Source: an optimization exercise on an open RTL-to-GDS flow (aim: small area, a short achievable clock period and few clock cycles per item). Production flows keep margins and buffers that such runs may drop. The RTL was checked by simulation tests, not by an equivalence proof against the original design. No activity file was given, so power comes from the tool's default toggle rates.

$ cat design/flow/run.sh
#!/bin/bash
# synth_recipe.tcl (not shown) runs the flow's synth.tcl, then flattens the netlist and writes it again
# the make line also repeats each setting of config.mk as NAME=value (left out here)
make -C /OpenROAD-flow-scripts/flow DESIGN_CONFIG=/design/flow/config.mk WORK_HOME=/design/flow/orfs CLKGATE_MAP_FILE= SYNTH_SCRIPT=/design/flow/synth_recipe.tcl finish
$ cat design/flow/config.mk
export PLATFORM = sky130hd
export DESIGN_NAME = sm3_expnd_top
export DESIGN_NICKNAME = sm3_expnd_top
export VERILOG_FILES = /design/flow/design.v
export SDC_FILE = /design/flow/constraint.sdc
export NUM_CORES = 4
export LEC_CHECK = 0
export CAP_MARGIN = 20
export CORE_MARGIN = 2
export CORE_UTILIZATION = 40
export SLEW_MARGIN = 20
$ cat design/flow/constraint.sdc
create_clock -name core_clock -period 3.5 [get_ports {clk}]
set_input_delay 0.7000 -clock core_clock [delete_from_list [all_inputs] [get_ports {clk}]]
set_output_delay 0.7000 -clock core_clock [all_outputs]
set_load 0.01 [all_outputs]
$ cat design/flow/design.v
package sm3_expnd_pkg;
    typedef logic [32-1:0] sm3_word_t;
endpackage
`timescale 1ns/1ps
module sm3_expnd_ctrl (
    input  logic clk,
    input  logic rst_n,
    input  logic pad_vld_i,
    input  logic pad_lst_i,
    output logic pad_rdy_o,
    output logic sel_exp_o,      
    output logic sel_pad_o,      
    output logic expnd_vld_o,
    output logic expnd_lst_o
);
    logic [6:0] idx_q;       
    logic [3:0] dbt_q;       
    logic       done_q;      
    logic       lst_q;       
    logic       lsto_q;
    logic       rdy_q;       
    logic       exp_q;       
    logic       vld_q;
    logic [6:0] idx_d;
    logic [3:0] dbt_d;
    logic       done_d;
    logic       fin_d;
    logic       rdy_d;
    logic       exp_d;
    logic       pad_acc;
    assign pad_acc = pad_vld_i && rdy_q;
    always_comb begin
        idx_d  = idx_q;
        dbt_d  = dbt_q;
        done_d = done_q;
        fin_d  = 1'b0;
        if (exp_q) begin
            if (idx_q == 7'(67)) begin
                idx_d = '0;
                fin_d = 1'b1;
            end else begin
                idx_d = idx_q + 7'd1;
            end
        end else if (pad_acc) begin
            idx_d  = idx_q + 7'd1;
            done_d = 1'b0;
        end else if (idx_q != 7'd0) begin
            dbt_d  = dbt_q + 4'd1;
            done_d = done_q || (vld_q && rdy_q);
        end
        exp_d = (idx_d[6:4] != 3'd0);
        rdy_d = !exp_d && (dbt_d == 4'd0);
    end
    always_ff @(posedge clk or negedge rst_n) begin
        if (!rst_n) begin
            idx_q  <= '0;
            dbt_q  <= '0;
            done_q <= 1'b0;
            lst_q  <= 1'b0;
            lsto_q <= 1'b0;
            rdy_q  <= 1'b1;
            exp_q  <= 1'b0;
            vld_q  <= 1'b0;
        end else begin
            idx_q  <= idx_d;
            dbt_q  <= dbt_d;
            done_q <= done_d;
            rdy_q  <= rdy_d;
            exp_q  <= exp_d;
            lsto_q <= fin_d && lst_q;
            vld_q  <= exp_d || fin_d
                   || (rdy_d && !done_d && (idx_d >= 7'(5)));
            if (pad_acc) begin
                lst_q <= (lst_q && idx_q != 7'd0) || pad_lst_i;
            end
        end
    end
    assign pad_rdy_o   = rdy_q;
    assign sel_exp_o   = exp_q;
    assign sel_pad_o   = rdy_q;
    assign expnd_vld_o = vld_q;
    assign expnd_lst_o = lsto_q;
endmodule
`timescale 1ns/1ps
module sm3_word_window (
    input  logic                     clk,
    input  logic                     sel_exp_i,
    input  logic                     sel_pad_i,
    input  sm3_expnd_pkg::sm3_word_t pad_d_i,
    output sm3_expnd_pkg::sm3_word_t wj_o,
    output sm3_expnd_pkg::sm3_word_t wjj_o
);
    localparam int NEWEST = 16 - 1;
    sm3_expnd_pkg::sm3_word_t win_q [16];
    sm3_expnd_pkg::sm3_word_t mix_word;
    sm3_expnd_pkg::sm3_word_t exp_word;
    sm3_expnd_pkg::sm3_word_t push_word;
    function automatic sm3_expnd_pkg::sm3_word_t rotl(input sm3_expnd_pkg::sm3_word_t x, input int unsigned n);
        rotl = (x << n) | (x >> (32 - n));
    endfunction
    function automatic sm3_expnd_pkg::sm3_word_t p1(input sm3_expnd_pkg::sm3_word_t x);
        p1 = x ^ rotl(x, 15) ^ rotl(x, 23);
    endfunction
    assign mix_word = win_q[0] ^ win_q[7] ^ rotl(win_q[13], 15);
    assign exp_word = p1(mix_word) ^ rotl(win_q[3], 7) ^ win_q[10];
    assign push_word = sel_exp_i ? exp_word : (sel_pad_i ? pad_d_i : win_q[0]);
    always_ff @(posedge clk) begin
        for (int i = 0; i < NEWEST; i++) begin
            win_q[i] <= win_q[i + 1];
        end
        win_q[NEWEST] <= push_word;
    end
    assign wj_o  = win_q[NEWEST - 4];
    assign wjj_o = win_q[NEWEST - 4] ^ win_q[NEWEST];   
endmodule
`timescale 1ns/1ps
module sm3_expnd_top (
    input  logic      clk,
    input  logic      rst_n,
    input  sm3_expnd_pkg::sm3_word_t pad_d_i,
    input  logic      pad_vld_i,
    input  logic      pad_lst_i,
    output logic      pad_rdy_o,
    output sm3_expnd_pkg::sm3_word_t wj_o,
    output sm3_expnd_pkg::sm3_word_t wjj_o,
    output logic      expnd_vld_o,
    output logic      expnd_lst_o
);
    logic sel_exp;
    logic sel_pad;
    sm3_expnd_ctrl u_ctrl (
        .clk         (clk),
        .rst_n       (rst_n),
        .pad_vld_i   (pad_vld_i),
        .pad_lst_i   (pad_lst_i),
        .pad_rdy_o   (pad_rdy_o),
        .sel_exp_o   (sel_exp),
        .sel_pad_o   (sel_pad),
        .expnd_vld_o (expnd_vld_o),
        .expnd_lst_o (expnd_lst_o)
    );
    sm3_word_window u_window (
        .clk       (clk),
        .sel_exp_i (sel_exp),
        .sel_pad_i (sel_pad),
        .pad_d_i   (pad_d_i),
        .wj_o      (wj_o),
        .wjj_o     (wjj_o)
    );
endmodule
==> summary.txt, run 1 <==
Post-synth top area cell -> dfxtp_1
Sequential standard cell area -> 10700 µm²
Number of violations of the max-capacitance limit -> 0
Combined area of the multi-input logic cells -> 3180 µm²
Cells along the critical path -> xor2_1 > clkdlybuf4s50_1
Main synth FF type -> dfxtp_1
Nature of the critical path endpoint -> primary output
Vertical die dimension -> 191 µm
Fmax -> 0.418 GHz
Final cycle utilization of the critical path -> 68.4%
Number of antenna diodes -> 0
Filler cells -> 2986
Post-synthesis instance total -> 898
Final setup skew -> 0.0133 ns
Count of flip-flops with a built-in enable after synthesis -> 0
Maximum number of pins on one net before global-route repair -> 66
Pre-antenna DRT Iters -> 4
Synth async-reset ratio -> 3.21%
Area share of the largest cell type after synthesis -> 73.6%
Total Routed Length -> 23500 µm
Max FO, Critical Path -> 3
Synth-to-layout area growth -> 23.7%
TritonCTS sink count -> 529
Layout cells sized above 1 -> 8.91%
Leakage -> 6.76 nW
Drt initial violations -> 227
Total number of vias -> 6335
Worst vdd ir -> 0.000331 V
Yosys warnings -> 3
Min Clock Period, post-route -> 2.40 ns
Clock Pin Slew Worst Setup and Hold Paths -> 0.06 ns
Setup fix buffers added after clock tree synthesis -> 0
Number of levels in the clock H-tree -> 2
Worst-margin pin slew -> 0.814 ns
DR WL/cell -> 15.3 µm
Sequential fraction of the synthesis area -> 76.7%
Longest Clk Path Bufs -> 3
TritonCTS clock tree -> built
Clk Latency, worst-skew pair -> 0.54 ns
Number of register bits inferred by synthesis -> 529
Fin. Hold Viols -> 0
Vias per cell -> 4.13
I/O Pins -> 103
First-pass GRT wire length -> 36600 µm
Slew margin rel. -> 45.7%
Synth Area per Inst -> 15.5 µm²
Net total in the final layout -> 1081
Status -> timing/DRC/antenna clean
Hold-fix buffers at CTS -> 0
Initial antenna violation count -> 0
Number of setup violations in the final report -> 0
Total Routing Usage GR -> 13.3%
Placement Rows -> 68
Post-synthesis instance area -> 13900 µm²
Post-synthesis cell type count -> 39
Setup Total Neg Slack -> 0 ns
Total buffers and inverters traversed by the critical path -> 1
Final hold slack -> 0.314 ns
Root Buffer -> clkbuf_16
Number of remaining DRC errors -> 0
Final HPWL DP -> 15600 µm
Post-route ant nets -> 0
Clock buffer count from CTS -> 49
IO buf count -> 102
Core Footprint -> 34400 µm²
Die area -> 36300 µm²
Die boundary width -> 191 µm
Slowest stage cell on the critical path -> clkdlybuf4s50_1
Highest-count cells in the layout ignoring fill and taps -> dfxtp_1, clkdlybuf4s50_1, xnor2_1
Largest cells by area after synthesis -> dfxtp_1, xnor2_1, xnor3_1
Max Slew Vio Count -> 0
Worst Path Class, Setup -> register to primary output
Family with the most delay on the worst path -> buffers and inverters
Initial Utilization -> 40.5%
Count of instances resized after the clock tree is built -> 0
Worst path arrival time -> 1.70 ns
Synthesized netlist net count -> 937
Required time at the endpoint of the critical path -> 2.80 ns
Number of global-route vias before repair -> 6447
Areal power density over the cells -> 674 nW/µm²
Critical Path Start Type -> register
Setup repair after global routing missed its margin -> no
Global placement routability congestion -> 0.781
Delay of the slowest cell on the worst path -> 0.56 ns
Hold Path Class -> register to register
Most common library cell in the layout ignoring fill and taps -> dfxtp_1
Global route total overflow -> 0
final cells by class:
class,instances,share of cell area [%]
sequential,529,62.0
multi-input combinational,353,18.5
clock buffer,67,8.39
timing repair buffer,104,6.02
tap,455,3.31
clock inverter,20,1.66
inverter,5,0.109
metal layers:
metal / GRT usage (%) / vias up / part of all wire (%)
met3: 3.05 / 37 / 4.3
met4: 4.17 / 0 / 1.9
met1: 19.1 / 2968 / 50
met2: 20.0 / 126 / 44
li1: - / 3204 / -
met5: 0 / - / 0
sequential cells by signal, indices dropped and copies added (netlist names):
name and flops:
u_ctrl.dbt_q 4, u_ctrl.idx_q 7, u_ctrl.rdy_q 1, u_ctrl.exp_q 1, u_window.win_q 512, u_ctrl.vld_q 1
u_ctrl.done_q 1, u_ctrl.lsto_q 1, u_ctrl.lst_q 1
worst paths after layout:
check | startpoint | end | slack (ns) | cells past startpoint
setup / recovery | u_window.win_q[11][16]$_DFF_P_ | wjj_o[16] | 1.10 | 2
hold / removal | u_window.win_q[5][25]$_DFF_P_ | u_window.win_q[4][25]$_DFF_P_ | 0.31 | 0
setup reg to reg | u_ctrl.rdy_q$_DFF_PN1_ | u_ctrl.rdy_q$_DFF_PN1_ | 1.41 | 5
hold reg to reg | u_window.win_q[5][25]$_DFF_P_ | u_window.win_q[4][25]$_DFF_P_ | 0.31 | 0
max in group asynchronous | rst_n | u_ctrl.exp_q$_DFF_PN0_ | 2.35 | 1
min in group asynchronous | rst_n | u_ctrl.idx_q[2]$_DFF_PN0_ | 0.62 | 1
report_power, final:
| group | switching, mW | total (mW) | internal (mW) |
|---|---|---|---|
| registers | 0 | 6.02 | 6.02 |
| clock network | 2.14 | 5.54 | 3.39 |
| logic | 0.0146 | 0.0497 | 0.0351 |
| total | 2.16 | 11.6 | 9.45 |
metrics by stage:
step / cells / worst slack, ns / power, mW / area (µm²) / util [%]
4_1_cts: 1533 / 1.03 / 11.8 / 17200 / 50.1
2_1_floorplan: 898 / 1.70 / 6.16 / 13900 / -
5_1_grt: 1533 / 1.02 / 12.0 / 17200 / 50.1
3_3_place_gp: 1446 / 1.09 / 6.21 / 15500 / 45.1
3_5_place_dp: 1446 / 1.00 / 6.21 / 15500 / 45.1
6_report: 1533 / 1.10 / 11.6 / 17200 / 50.1
cell usage after synthesis, drive strengths merged, types with 5 or more instances:
| master | number |
|---|---|
| nand2 | 41 |
| xnor3 | 32 |
| dfrtp | 16 |
| clkbuf | 5 |
| xor2 | 66 |
| o21ai | 35 |
| dfxtp | 512 |
| nand4 | 5 |
| xnor2 | 99 |
| buf | 6 |
| a21oi | 7 |
| inv | 5 |
| mux2i | 33 |
cell families after synthesis:
logic type                 count (synthesis)  synth area share (%)
and+or+nand+nor                           65                  2.30
adders and majority gates                  3                 0.270
buffers and inverters                     16                 0.440
xor gates and xnor gates                 197                  15.6
muxes                                     34                  2.45
DFF                                      529                  76.7
AOI/OAI and AO/OA                         54                  2.29
Testbench counts, summed over its fixed seeds: cycles 6,536, items 6,144.
==> run 2: changes to the inputs <==
--- a/design/flow/design.v
+++ b/design/flow/design.v
@@ -92,7 +92,10 @@
 );
     localparam int NEWEST = 16 - 1;
     sm3_expnd_pkg::sm3_word_t win_q [16];
-    sm3_expnd_pkg::sm3_word_t mix_word;
+    sm3_expnd_pkg::sm3_word_t part_q;    
+    sm3_expnd_pkg::sm3_word_t wjj_q;
+    sm3_expnd_pkg::sm3_word_t old_mix;
+    sm3_expnd_pkg::sm3_word_t part_d;
     sm3_expnd_pkg::sm3_word_t exp_word;
     sm3_expnd_pkg::sm3_word_t push_word;
     function automatic sm3_expnd_pkg::sm3_word_t rotl(input sm3_expnd_pkg::sm3_word_t x, input int unsigned n);
@@ -101,17 +104,20 @@
     function automatic sm3_expnd_pkg::sm3_word_t p1(input sm3_expnd_pkg::sm3_word_t x);
         p1 = x ^ rotl(x, 15) ^ rotl(x, 23);
     endfunction
-    assign mix_word = win_q[0] ^ win_q[7] ^ rotl(win_q[13], 15);
-    assign exp_word = p1(mix_word) ^ rotl(win_q[3], 7) ^ win_q[10];
+    assign old_mix = win_q[1] ^ win_q[8];
+    assign part_d  = p1(old_mix) ^ rotl(win_q[4], 7) ^ win_q[11];
+    assign exp_word = part_q ^ rotl(win_q[13], 15) ^ rotl(win_q[13], 30) ^ rotl(win_q[13], 6);
     assign push_word = sel_exp_i ? exp_word : (sel_pad_i ? pad_d_i : win_q[0]);
     always_ff @(posedge clk) begin
         for (int i = 0; i < NEWEST; i++) begin
             win_q[i] <= win_q[i + 1];
         end
         win_q[NEWEST] <= push_word;
+        part_q        <= part_d;
+        wjj_q         <= win_q[NEWEST - 3] ^ push_word;
     end
     assign wj_o  = win_q[NEWEST - 4];
-    assign wjj_o = win_q[NEWEST - 4] ^ win_q[NEWEST];   
+    assign wjj_o = wjj_q;   
 endmodule
 `timescale 1ns/1ps
 module sm3_expnd_top (
==> run 2 against run 1 <==
Cell count is 16% higher. Setup slack better by 0.053 ns. Total power rose by 81%. Sequential share of layout area is essentially flat. Fmax increased by 2.3%. Synthesized cell count up 18%. Register-to-register slack better by 0.12 ns. Via count up 15%. Still clean on timing, DRC and antenna.
==> summary.txt, run 2 <==
Status -> timing/DRC/antenna clean
Core Footprint -> 38600 µm² (+12%)
Die area -> 40800 µm² (+12%)
Max Slew Vio Count -> 0 (unchanged)
Final hold slack -> 0.319 ns (+0.00443 ns)
Synth-to-layout area growth -> 22.8%
Post-route ant nets -> 0 (unchanged)
Fmax -> 0.427 GHz (+2.3%)
TritonCTS sink count -> 593 (+12%)
Net total in the final layout -> 1250 (+16%)
Vertical die dimension -> 202 µm (+6.0%)
First-pass GRT wire length -> 43600 µm (+19%)
Post-synthesis instance total -> 1060 (+18%)
Required time at the endpoint of the critical path -> 2.80 ns (about the same)
Synth Area per Inst -> 14.8 µm² (-4.5%)
R2r endpoint -> u_ctrl.vld_q$_DFF_PN0_
Routed met2 length -> 12500 µm (+21%)
Root Buffer -> clkbuf_16
Number of cell instances on the worst register-to-register path -> 6 (+1)
Sequential power share -> 48.3% (-3.6 points)
Worst-margin pin slew -> 0.784 ns (-0.0299 ns)
Post-synthesis cell type count -> 42 (+7.7%)
Cells along the critical path -> clkdlybuf4s50_1
Slowest stage cell on the critical path -> dfstp_2
Largest Register -> u_window.win_q
Total Routing Usage GR -> 14.1% (+0.82 points)
Number of setup violations in the final report -> 0 (unchanged)
Maximum number of pins on one net before global-route repair -> 38 (-42%)
Leakage -> 7.65 nW (+13%)
Clock Pin Slew Worst Setup and Hold Paths -> 0.06 ns (about the same)
Top cell types by occurrence after synthesis -> dfxtp_1, xnor2_1, xor2_1, nand2_1
Number of violations of the max-capacitance limit -> 0 (unchanged)
Combinational fraction of design power -> 21.4% (+21 points)
Die boundary width -> 202 µm (+6.0%)
Vias per cell -> 4.10 (-0.77%)
Final cycle utilization of the critical path -> 66.9% (-1.5 points)
Global placement routability congestion -> 0.771 (-1.2%)
Number of flip-flops in the largest register -> 512 (unchanged)
Family with the most delay on the worst path -> flip-flops
Layout Cell Area excl Fill -> 19300 µm² (+12%)
Max FO, Critical Path -> 3 (unchanged)
Clock network fraction of design power -> 30.2% (-18 points)
Nature of the critical path endpoint -> primary output
Main synth FF type -> dfxtp_1
Number of register bits inferred by synthesis -> 593 (+12%)
Filler cells -> 3274 (+9.6%)
Leading cell type by number of instances after synthesis -> dfxtp_1
DR WL/cell -> 15.9 µm (+3.3%)
Slew margin rel. -> 47.5% (+1.8 points)
Areal power density over the cells -> 1090 nW/µm² (+62%)
R2R Setup Slk -> 1.53 ns (+0.12 ns)
Synth async-reset ratio -> 2.87% (-0.35 points)
Clock buffer count from CTS -> 55 (+12%)
Pre-antenna DRT Iters -> 4 (unchanged)
Yosys warnings -> 3 (unchanged)
Placement Rows -> 72 (+5.9%)
Placed Cells -> 1672 (+16%)
Post-synth top area cell -> dfxtp_1
Layout cells sized above 1 -> 8.53% (-0.37 points)
Hold Startpoint -> u_window.win_q[9][9]$_DFF_P_
Longest Clk Path Bufs -> 3 (unchanged)
Internal Dissipation -> 15.5 mW (+64%)
Clk Latency, worst-skew pair -> 0.58 ns (+0.04 ns)
Final setup skew -> 0.0104 ns (-0.00298 ns)
Reported net switching power -> 5.55 mW (+160%)
Hold-fix buffers at CTS -> 0 (unchanged)
Sequential fraction of the synthesis area -> 76.2% (-0.48 points)
Hold Path Class -> register to register
Number of remaining DRC errors -> 0 (unchanged)
TritonCTS clock tree -> built
Drt initial violations -> 264 (+16%)
Total buffers and inverters traversed by the critical path -> 1 (unchanged)
Switching share of total power -> 26.4% (+7.8 points)
Hold Path Cell Cnt -> 0 (unchanged)
Most common library cell in the layout ignoring fill and taps -> dfxtp_1
Fin. Hold Viols -> 0 (unchanged)
Count of flip-flops with a built-in enable after synthesis -> 0 (unchanged)
Critical Path Start Type -> register
IO buf count -> 102 (unchanged)
Worst path arrival time -> 1.64 ns (-0.06 ns)
Worst Path Class, Setup -> register to primary output
Sum of routed wire segments on met1 -> 13800 µm (+17%)
Setup repair after global routing missed its margin -> no
Number of global-route vias before repair -> 7566 (+17%)
Post-synthesis instance area -> 15700 µm² (+13%)
Highest-count cells in the layout ignoring fill and taps -> dfxtp_1, xnor2_1, clkdlybuf4s50_1
Setup fix buffers added after clock tree synthesis -> 0 (unchanged)
Endpoint, Worst Hold -> u_window.win_q[8][9]$_DFF_P_
Synthesized netlist net count -> 1099 (+17%)
Initial antenna violation count -> 0 (unchanged)
Total number of vias -> 7266 (+15%)
Largest cells by area after synthesis -> dfxtp_1, xnor2_1, xor2_1
I/O Pins -> 103 (unchanged)
Total Routed Length -> 28100 µm (+19%)
Highest Signal Layer -> met4
Delay of the slowest cell on the worst path -> 0.54 ns (-0.02 ns)
Initial Utilization -> 40.6% (+0.095 points)
Final HPWL DP -> 18800 µm (+21%)
Setup Total Neg Slack -> 0 ns (unchanged)
RR Startpoint -> u_ctrl.rdy_q$_DFF_PN1_
Global route total overflow -> 0 (unchanged)
Routed length on met3 -> 1320 µm (+31%)
Number of antenna diodes -> 0 (unchanged)
Largest registers -> u_window.win_q: 512 flops, u_window.part_q: 32 flops, u_window.wjj_q: 32 flops
Count of instances resized after the clock tree is built -> 0 (unchanged)
Worst vdd ir -> 0.000665 V (+100%)
Area share of the largest cell type after synthesis -> 73.5% (-0.13 points)
Number of levels in the clock H-tree -> 2 (unchanged)
Post-detailed-placement cell area -> 17300 µm² (+12%)
Min Clock Period, post-route -> 2.34 ns (-0.0531 ns)
Final cell count without fillers -> 1772 (+16%)
## run 2: cell types whose count changed after synthesis, moves of 5 or more
cell	delta
xor2_1	+25
xnor3_1	-32
buf_1	-5
o21ai_0	+32
xnor2_1	+107
o21ai_1	-34
dfxtp_1	+64
## run 2: layout make-up
| class | instances | area [µm²] | share of cell area (%) |
|---|---|---|---|
| inverters | 2 | 7.51 | 0.0389 |
| repair buffers | 106 | 1050 | 5.45 |
| multi-input cells | 453 | 3640 | 18.9 |
| well taps | 518 | 648 | 3.36 |
| flip-flops and latches | 593 | 12000 | 62.0 |
| clock buffers | 77 | 1590 | 8.26 |
| clock inverters | 23 | 377 | 1.95 |
## run 2: per-layer routing
layer	GRT usage, %	vias to the layer above
li1	-	3660
met1	19.7	3426
met2	21.6	143
met3	3.29	37
met4	4.91	0
met5	0	-
## run 2: worst max path at each step
stage,start,to,slack [ns],depth (start not counted)
global placement,pad_vld_i,u_ctrl.vld_q$_DFF_PN0_,1.15,6
finish,u_ctrl.rdy_q$_DFF_PN1_,pad_rdy_o,1.16,1
global route,u_window.win_q[11][22]$_DFF_P_,wj_o[22],1.09,1
floorplan,u_ctrl.rdy_q$_DFF_PN1_,u_ctrl.vld_q$_DFF_PN0_,1.83,6
detailed placement,pad_vld_i,u_ctrl.vld_q$_DFF_PN0_,1.11,6
CTS,u_ctrl.rdy_q$_DFF_PN1_,pad_rdy_o,1.10,1
## run 2: cell families (layout without fill, tap and decap cells)
family | Yosys count | in the layout | synth area share, %
flip-flops | 593 | 593 | 76.2
multiplexers | 34 | 34 | 2.18
buffers and inverters | 14 | 208 | 0.582
XOR/XNOR | 297 | 297 | 16.6
AO/OA/AOI/OAI | 48 | 48 | 1.94
AND/OR/NAND/NOR | 71 | 71 | 2.27
adder cells (fa/ha/maj) | 3 | 3 | 0.239
## run 2: stage by stage
stage	utilization, %	worst slack [ns]	total power, mW
CTS	49.9	1.10	21.3
floorplan	-	1.83	13.3
global route	49.9	1.09	22.2
global placement	44.8	1.15	14.8
detailed placement	44.8	1.11	14.8
finish	49.9	1.16	21.0
## run 2: power groups by stage
stage | sequential (mW) | clock [mW] | combinational [mW]
after floorplan | 10.1 | 0 | 3.23
after global placement | 10.3 | 0 | 4.50
after detailed placement | 10.3 | 0 | 4.55
after CTS | 10.2 | 6.50 | 4.59
after global routing | 10.4 | 6.80 | 4.95
final | 10.2 | 6.35 | 4.50
Testbench counts of run 2, summed over its fixed seeds: cycles 6,536, items 6,144.

-- re-timing with driven ports --
The results above use ideal ports. As a check the final layouts listed here were re-extracted and re-timed, cells and wires unchanged.
Step 1, drivers: a clkbuf_16 drives clk and a buf_2 each remaining input, both assumed.
Step 2, shift: input delay + t, output delay - t, t = (earliest + latest rising clock arrival at the registers) / 2. This alone moves slack from input paths to output paths.
Three values: no drivers, after step 1, after step 2; two values: the first two.
run | t (ns) | setup slack, ns | worst hold slack (ns) | cell pins on the clock port's net
run 1 | 0.586 | 1.105 / 1.055 / 0.976 | 0.314 / 0.314 / 0.314 | 1
run 2 | 0.624 | 1.158 / 1.111 / 1.105 | 0.319 / 0.319 / 0.319 | 1
After both steps setup and hold are still met in every run listed. The setup slack of run 1, which loses most, moves by -0.050 ns with the drivers and by -0.129 ns with both steps.
